Source: an optimization exercise on an open RTL-to-GDS flow (aim: small area). Production flows keep margins and buffers that such runs may drop.
Where RTL was checked, it was by simulation tests only, not by an equivalence proof against the original.
Power figures rest on the tool's default switching activity, not on a simulated workload.

Setup of tundra:
==> module bullet_pool, before the edit <==
module bullet_pool
(
	input  logic       CLK,
	input  logic [5:0] tick_cnt,
	input  logic       started,
	input  logic       fire_take,
	input  logic [1:0] weapon,
	input  logic [3:0] heading,
	input  logic       hit,
	output logic       probe_valid,
	output logic [3:0] probe_heading,
	output logic [8:0] probe_dist,
	output logic [1:0] probe_weapon
);
	localparam int NA = 16;
	localparam int NB = 4;
	localparam logic [7:0] DOOMED = 8'd64;
	logic [11:0] ring_a [NA];
	logic [11:0] ring_b [NB];
	logic [3:0] shot_head;
	logic [1:0] shot_wpn;
	logic [2:0] kidx;       
	logic        sweep;
	logic        in_b;
	logic [11:0] cur;
	logic [7:0]  code;
	logic        fill;
	logic [7:0]  pcode;
	logic        last;
	logic [7:0]  ncode;
	logic [11:0] wr;
	function automatic logic [3:0] shot_ofs(logic [2:0] k);
		case (k)
			3'd0:    shot_ofs = 4'd2;
			3'd1:    shot_ofs = 4'd14;
			3'd2:    shot_ofs = 4'd1;
			3'd3:    shot_ofs = 4'd15;
			default: shot_ofs = 4'd0;
		endcase
	endfunction
	function automatic logic [2:0] first_shot(logic [1:0] w);
		case (w)
			2'd0:    first_shot = 3'd0;
			2'd1:    first_shot = 3'd2;
			default: first_shot = 3'd4;
		endcase
	endfunction
	function automatic logic [7:0] first_code(logic [1:0] w);
		case (w)
			2'd0:    first_code = 8'd1;
			2'd1:    first_code = 8'd65;
			default: first_code = 8'd161;
		endcase
	endfunction
	function automatic logic [1:0] code_wpn(logic [7:0] c);
		if (c[7] && (c[6] || c[5]))
			code_wpn = 2'd2;
		else if (c[7] || c[6])
			code_wpn = 2'd1;
		else
			code_wpn = 2'd0;
	endfunction
	function automatic logic [8:0] code_dist(logic [7:0] c);
		case (code_wpn(c))
			2'd0:    code_dist = 9'(7 * {3'd0, c[5:0]});
			2'd1:    code_dist = 9'(5 * {1'b0, c} + 192);
			default: code_dist = 9'({c[6:0], 2'b00} + 9'd384);
		endcase
	endfunction
	function automatic logic [7:0] last_code(logic [1:0] w, logic [3:0] h);
		logic [1:0] cls;    
		cls = (h[1:0] == 2'b00) ? 2'd0 : (!h[0]) ? 2'd1 : 2'd2;
		case ({w, cls})
			{2'd0, 2'd0}: last_code = 8'd35;
			{2'd0, 2'd1}: last_code = 8'd49;
			{2'd0, 2'd2}: last_code = 8'd38;
			{2'd1, 2'd0}: last_code = 8'd112;
			{2'd1, 2'd1}: last_code = 8'd132;
			{2'd1, 2'd2}: last_code = 8'd116;
			{2'd2, 2'd0}: last_code = 8'd220;
			{2'd2, 2'd1}: last_code = 8'd245;
			default:      last_code = 8'd225;
		endcase
	endfunction
	assign sweep = started && (tick_cnt >= 6'd3) && (tick_cnt <= 6'd22);
	assign in_b = (tick_cnt >= 6'd19);
	assign cur = in_b ? ring_b[0] : ring_a[0];
	assign code = cur[11:4];
	assign fill = (code == 8'd0) && (kidx < 3'd5);
	always_comb begin
		if (fill) begin
			probe_valid = sweep;
			probe_heading = shot_head + shot_ofs(kidx);
			pcode = first_code(shot_wpn);
		end else begin
			probe_valid = sweep && (code != 8'd0) && (code != DOOMED);
			probe_heading = cur[3:0];
			pcode = code;
		end
		probe_weapon = code_wpn(pcode);
		probe_dist = code_dist(pcode);
	end
	assign last = (pcode == last_code(probe_weapon, probe_heading));
	assign ncode = last ? DOOMED : pcode + 8'd1;
	assign wr = {(probe_valid && !hit) ? ncode : 8'd0, probe_heading};
	always_ff @(posedge CLK) begin
		for (int i = 0; i < NA - 1; i++)
			ring_a[i] <= ring_a[i + 1];
		for (int i = 0; i < NB - 1; i++)
			ring_b[i] <= ring_b[i + 1];
		if (!started) begin
			ring_a[NA - 1] <= {8'd0, ring_a[0][3:0]};
			ring_b[NB - 1] <= {8'd0, ring_b[0][3:0]};
		end else begin
			ring_a[NA - 1] <= (sweep && !in_b) ? wr : ring_a[0];
			ring_b[NB - 1] <= (sweep && in_b) ? wr : ring_b[0];
		end
	end
	always_ff @(posedge CLK) begin
		if (started && tick_cnt == 6'd0) begin
			shot_head <= heading;
			shot_wpn <= weapon;
			kidx <= fire_take ? first_shot(weapon) : 3'd5;
		end else if (sweep && fill) begin
			kidx <= kidx + 3'd1;
		end
	end
endmodule
==> module shooter_top, before the edit <==
module shooter_top #(
	parameter int TICK_CYCLES = 64,
	parameter int BULLET_SLOTS = 20,
	parameter int ENEMY_SLOTS = 8
) (
	input  logic                   CLK,
	input  logic                   RESET,
	input  logic                   fire,
	input  logic                   rotate_cw,
	input  logic                   rotate_ccw,
	input  logic                   weapon_switch,
	output shooter_pkg::heading_t  heading,
	output logic [1:0] weapon,
	output shooter_pkg::bcd_score_t score_bcd,
	output logic                   kill,
	output logic [1:0]  kill_type,
	output logic                   step_done
);
	logic       fire_pending;
	logic       fire_take;
	logic [5:0] tick_cnt;
	logic       started;
	logic       probe_valid;
	logic [3:0] probe_heading;
	logic [8:0] probe_dist;
	logic [1:0] probe_weapon;
	logic       hit;
	pilot_controls u_pilot_controls (
		.CLK(CLK), .RESET(RESET),
		.fire(fire), .rotate_cw(rotate_cw), .rotate_ccw(rotate_ccw),
		.weapon_switch(weapon_switch), .fire_take(fire_take),
		.heading(heading), .weapon(weapon), .fire_pending(fire_pending)
	);
	step_sequencer u_step_sequencer (
		.CLK(CLK), .RESET(RESET),
		.tick_cnt(tick_cnt), .started(started), .step_done(step_done)
	);
	assign fire_take = started && (tick_cnt == 6'd0) && fire_pending;
	bullet_pool u_bullet_pool (
		.CLK(CLK), .tick_cnt(tick_cnt), .started(started),
		.fire_take(fire_take), .weapon(weapon), .heading(heading), .hit(hit),
		.probe_valid(probe_valid), .probe_heading(probe_heading),
		.probe_dist(probe_dist), .probe_weapon(probe_weapon)
	);
	enemy_pool u_enemy_pool (
		.CLK(CLK), .RESET(RESET), .tick_cnt(tick_cnt), .started(started),
		.probe_valid(probe_valid), .probe_heading(probe_heading),
		.probe_dist(probe_dist), .probe_weapon(probe_weapon),
		.hit(hit), .kill(kill), .kill_type(kill_type)
	);
	score_keeper u_score_keeper (
		.CLK(CLK), .RESET(RESET),
		.fire_take(fire_take), .kill(kill), .kill_type(kill_type),
		.score_bcd(score_bcd)
	);
endmodule
clock: 20.0 ns
lec_check: 0
cap_margin: 20
core_margin: 2
core_utilization: 60
cts_buf_list: sky130_fd_sc_hd__clkbuf_8
cts_cluster_diameter: 50
cts_cluster_size: 20
slew_margin: 20
run.sh (not shown) runs the stock make flow with config.mk's settings and CLKGATE_MAP_FILE= SYNTH_SCRIPT=/design/flow/synth_recipe.tcl, a recipe that flattens the netlist after the stock synthesis.
tundra ran to completion and came out clean on the timing, design-rule and antenna checks.
What harbor does differently from tundra at the input level:
==> flow/design.v, changed modules only <==
module bullet_pool
(
	input  logic       CLK,
	input  logic       RESET,
	input  logic [5:0] tick_cnt,
	input  logic       started,
	input  logic       fire_take,
	input  logic [1:0] weapon,
	input  logic [3:0] heading,
	input  logic       hit,
	output logic       probe_valid,
	output logic [3:0] probe_heading,
	output logic [8:0] probe_dist,
	output logic [1:0] probe_weapon
);
	localparam int NA = 16;
	localparam int NB = 4;
	localparam logic [7:0] DOOMED = 8'd64;
	logic [11:0] ring_a [NA];
	logic [11:0] ring_b [NB];
	logic [3:0] shot_head;
	logic [1:0] shot_wpn;
	logic [2:0] kidx;       
	logic       swept;      
	logic        sweep;
	logic        in_b;
	logic [11:0] cur;
	logic [7:0]  code;
	logic        fill;
	logic        is_free;
	logic [7:0]  pcode;
	logic        last;
	logic [7:0]  ncode;
	logic [11:0] wr;
	function automatic logic [3:0] shot_ofs(logic [2:0] k);
		case (k)
			3'd0:    shot_ofs = 4'd2;
			3'd1:    shot_ofs = 4'd14;
			3'd2:    shot_ofs = 4'd1;
			3'd3:    shot_ofs = 4'd15;
			default: shot_ofs = 4'd0;
		endcase
	endfunction
	function automatic logic [2:0] first_shot(logic [1:0] w);
		case (w)
			2'd0:    first_shot = 3'd0;
			2'd1:    first_shot = 3'd2;
			default: first_shot = 3'd4;
		endcase
	endfunction
	function automatic logic [7:0] first_code(logic [1:0] w);
		case (w)
			2'd0:    first_code = 8'd1;
			2'd1:    first_code = 8'd65;
			default: first_code = 8'd161;
		endcase
	endfunction
	function automatic logic [1:0] code_wpn(logic [7:0] c);
		if (c[7] && (c[6] || c[5]))
			code_wpn = 2'd2;
		else if (c[7] || c[6])
			code_wpn = 2'd1;
		else
			code_wpn = 2'd0;
	endfunction
	function automatic logic [8:0] code_dist(logic [7:0] c);
		case (code_wpn(c))
			2'd0:    code_dist = 9'(7 * {3'd0, c[5:0]});
			2'd1:    code_dist = 9'(5 * {1'b0, c} + 192);
			default: code_dist = 9'({c[6:0], 2'b00} + 9'd384);
		endcase
	endfunction
	function automatic logic [8:0] range_of(logic [3:0] h);
		if (h[1:0] == 2'b00)
			range_of = 9'd240;
		else if (!h[0])
			range_of = 9'd340;
		else
			range_of = 9'd260;
	endfunction
	assign sweep = started && (tick_cnt >= 6'd3) && (tick_cnt <= 6'd22);
	assign in_b = (tick_cnt >= 6'd19);
	assign cur = in_b ? ring_b[0] : ring_a[0];
	assign code = cur[11:4];
	assign is_free = !swept || (code == 8'd0);    
	assign fill = is_free && (kidx < 3'd5);
	always_comb begin
		if (fill) begin
			probe_valid = sweep;
			probe_heading = shot_head + shot_ofs(kidx);
			pcode = first_code(shot_wpn);
		end else begin
			probe_valid = sweep && !is_free && (code != DOOMED);
			probe_heading = cur[3:0];
			pcode = code;
		end
		probe_weapon = code_wpn(pcode);
		probe_dist = code_dist(pcode);
	end
	assign last = (probe_dist >= range_of(probe_heading));
	assign ncode = last ? DOOMED : pcode + 8'd1;
	assign wr = {(probe_valid && !hit) ? ncode : 8'd0, probe_heading};
	always_ff @(posedge CLK) begin
		for (int i = 0; i < NA - 1; i++)
			ring_a[i] <= ring_a[i + 1];
		for (int i = 0; i < NB - 1; i++)
			ring_b[i] <= ring_b[i + 1];
		ring_a[NA - 1] <= (sweep && !in_b) ? wr : ring_a[0];
		ring_b[NB - 1] <= (sweep && in_b) ? wr : ring_b[0];
	end
	always_ff @(posedge CLK) begin
		if (RESET)
			swept <= 1'b0;
		else if (started && tick_cnt == 6'd23)
			swept <= 1'b1;
	end
	always_ff @(posedge CLK) begin
		if (started && tick_cnt == 6'd0) begin
			shot_head <= heading;
			shot_wpn <= weapon;
			kidx <= fire_take ? first_shot(weapon) : 3'd5;
		end else if (sweep && fill) begin
			kidx <= kidx + 3'd1;
		end
	end
endmodule
module shooter_top #(
	parameter int TICK_CYCLES = 64,
	parameter int BULLET_SLOTS = 20,
	parameter int ENEMY_SLOTS = 8
) (
	input  logic                   CLK,
	input  logic                   RESET,
	input  logic                   fire,
	input  logic                   rotate_cw,
	input  logic                   rotate_ccw,
	input  logic                   weapon_switch,
	output shooter_pkg::heading_t  heading,
	output logic [1:0] weapon,
	output shooter_pkg::bcd_score_t score_bcd,
	output logic                   kill,
	output logic [1:0]  kill_type,
	output logic                   step_done
);
	logic       fire_pending;
	logic       fire_take;
	logic [5:0] tick_cnt;
	logic       started;
	logic       probe_valid;
	logic [3:0] probe_heading;
	logic [8:0] probe_dist;
	logic [1:0] probe_weapon;
	logic       hit;
	pilot_controls u_pilot_controls (
		.CLK(CLK), .RESET(RESET),
		.fire(fire), .rotate_cw(rotate_cw), .rotate_ccw(rotate_ccw),
		.weapon_switch(weapon_switch), .fire_take(fire_take),
		.heading(heading), .weapon(weapon), .fire_pending(fire_pending)
	);
	step_sequencer u_step_sequencer (
		.CLK(CLK), .RESET(RESET),
		.tick_cnt(tick_cnt), .started(started), .step_done(step_done)
	);
	assign fire_take = started && (tick_cnt == 6'd0) && fire_pending;
	bullet_pool u_bullet_pool (
		.CLK(CLK), .RESET(RESET), .tick_cnt(tick_cnt), .started(started),
		.fire_take(fire_take), .weapon(weapon), .heading(heading), .hit(hit),
		.probe_valid(probe_valid), .probe_heading(probe_heading),
		.probe_dist(probe_dist), .probe_weapon(probe_weapon)
	);
	enemy_pool u_enemy_pool (
		.CLK(CLK), .RESET(RESET), .tick_cnt(tick_cnt), .started(started),
		.probe_valid(probe_valid), .probe_heading(probe_heading),
		.probe_dist(probe_dist), .probe_weapon(probe_weapon),
		.hit(hit), .kill(kill), .kill_type(kill_type)
	);
	score_keeper u_score_keeper (
		.CLK(CLK), .RESET(RESET),
		.fire_take(fire_take), .kill(kill), .kill_type(kill_type),
		.score_bcd(score_bcd)
	);
endmodule
### Flow results
- Changes observed in harbor relative to tundra: count of cells along the worst register-to-register path grew by 3; average routed wire per standard cell shrank by about 1.3%; worst hold slack shrank by 7.0 ps.
- NOTE non-clock buffer count tundra->harbor increased by more than 10%
- As far as maximum level of the CTS H-tree goes, tundra and harbor are indistinguishable; the numbers are identical.
- tundra has a higher maximum clock frequency than harbor.
- [diff] core outline area, harbor relative to tundra: regression
- On fraction of standard cell area that is sequential, tundra tracks harbor almost exactly.
- [harbor vs tundra] clock power share: lower in harbor
- Combinational cell power ended up about 56% higher on harbor than on tundra.
- The number of multi-input combinational cells of harbor falls short of that of tundra by 28.
Only the layout flow was run in tundra; the RTL was not checked for function there.

[afterwards: timing with drivers on the ports]
How much do the figures lean on ideal ports? The routed layouts below were timed once more, with nothing changed but the port constraints.
Step 1 sets driving cells, clkbuf_16 on the clock port and buf_2 on the other inputs (assumed; they add their load-dependent delay and slew).
Step 2 adds t to the input delays and takes it off the output delays; t is the mean of the earliest and latest rising clock arrival at the registers after step 1. Input paths then give back, and output paths get back, about the clock's delay inside the block.
a / b / c = ideal / step 1 / step 2; a / b = the first two.
run | t (ns) | slack for setup (ns) | worst hold slack (ns) | clock arrival spread, ns | worst register clock-pin slew, ns
tundra | 0.630 | 4.048 / 4.048 / 4.048 | 0.317 / 0.317 / 0.317 | 0.034 / 0.034 | 0.11 / 0.11
harbor | 0.630 | 3.997 / 3.997 / 3.997 | 0.310 / 0.310 / 0.310 | 0.041 / 0.042 | 0.11 / 0.11
After both steps setup and hold are still met in every run listed.
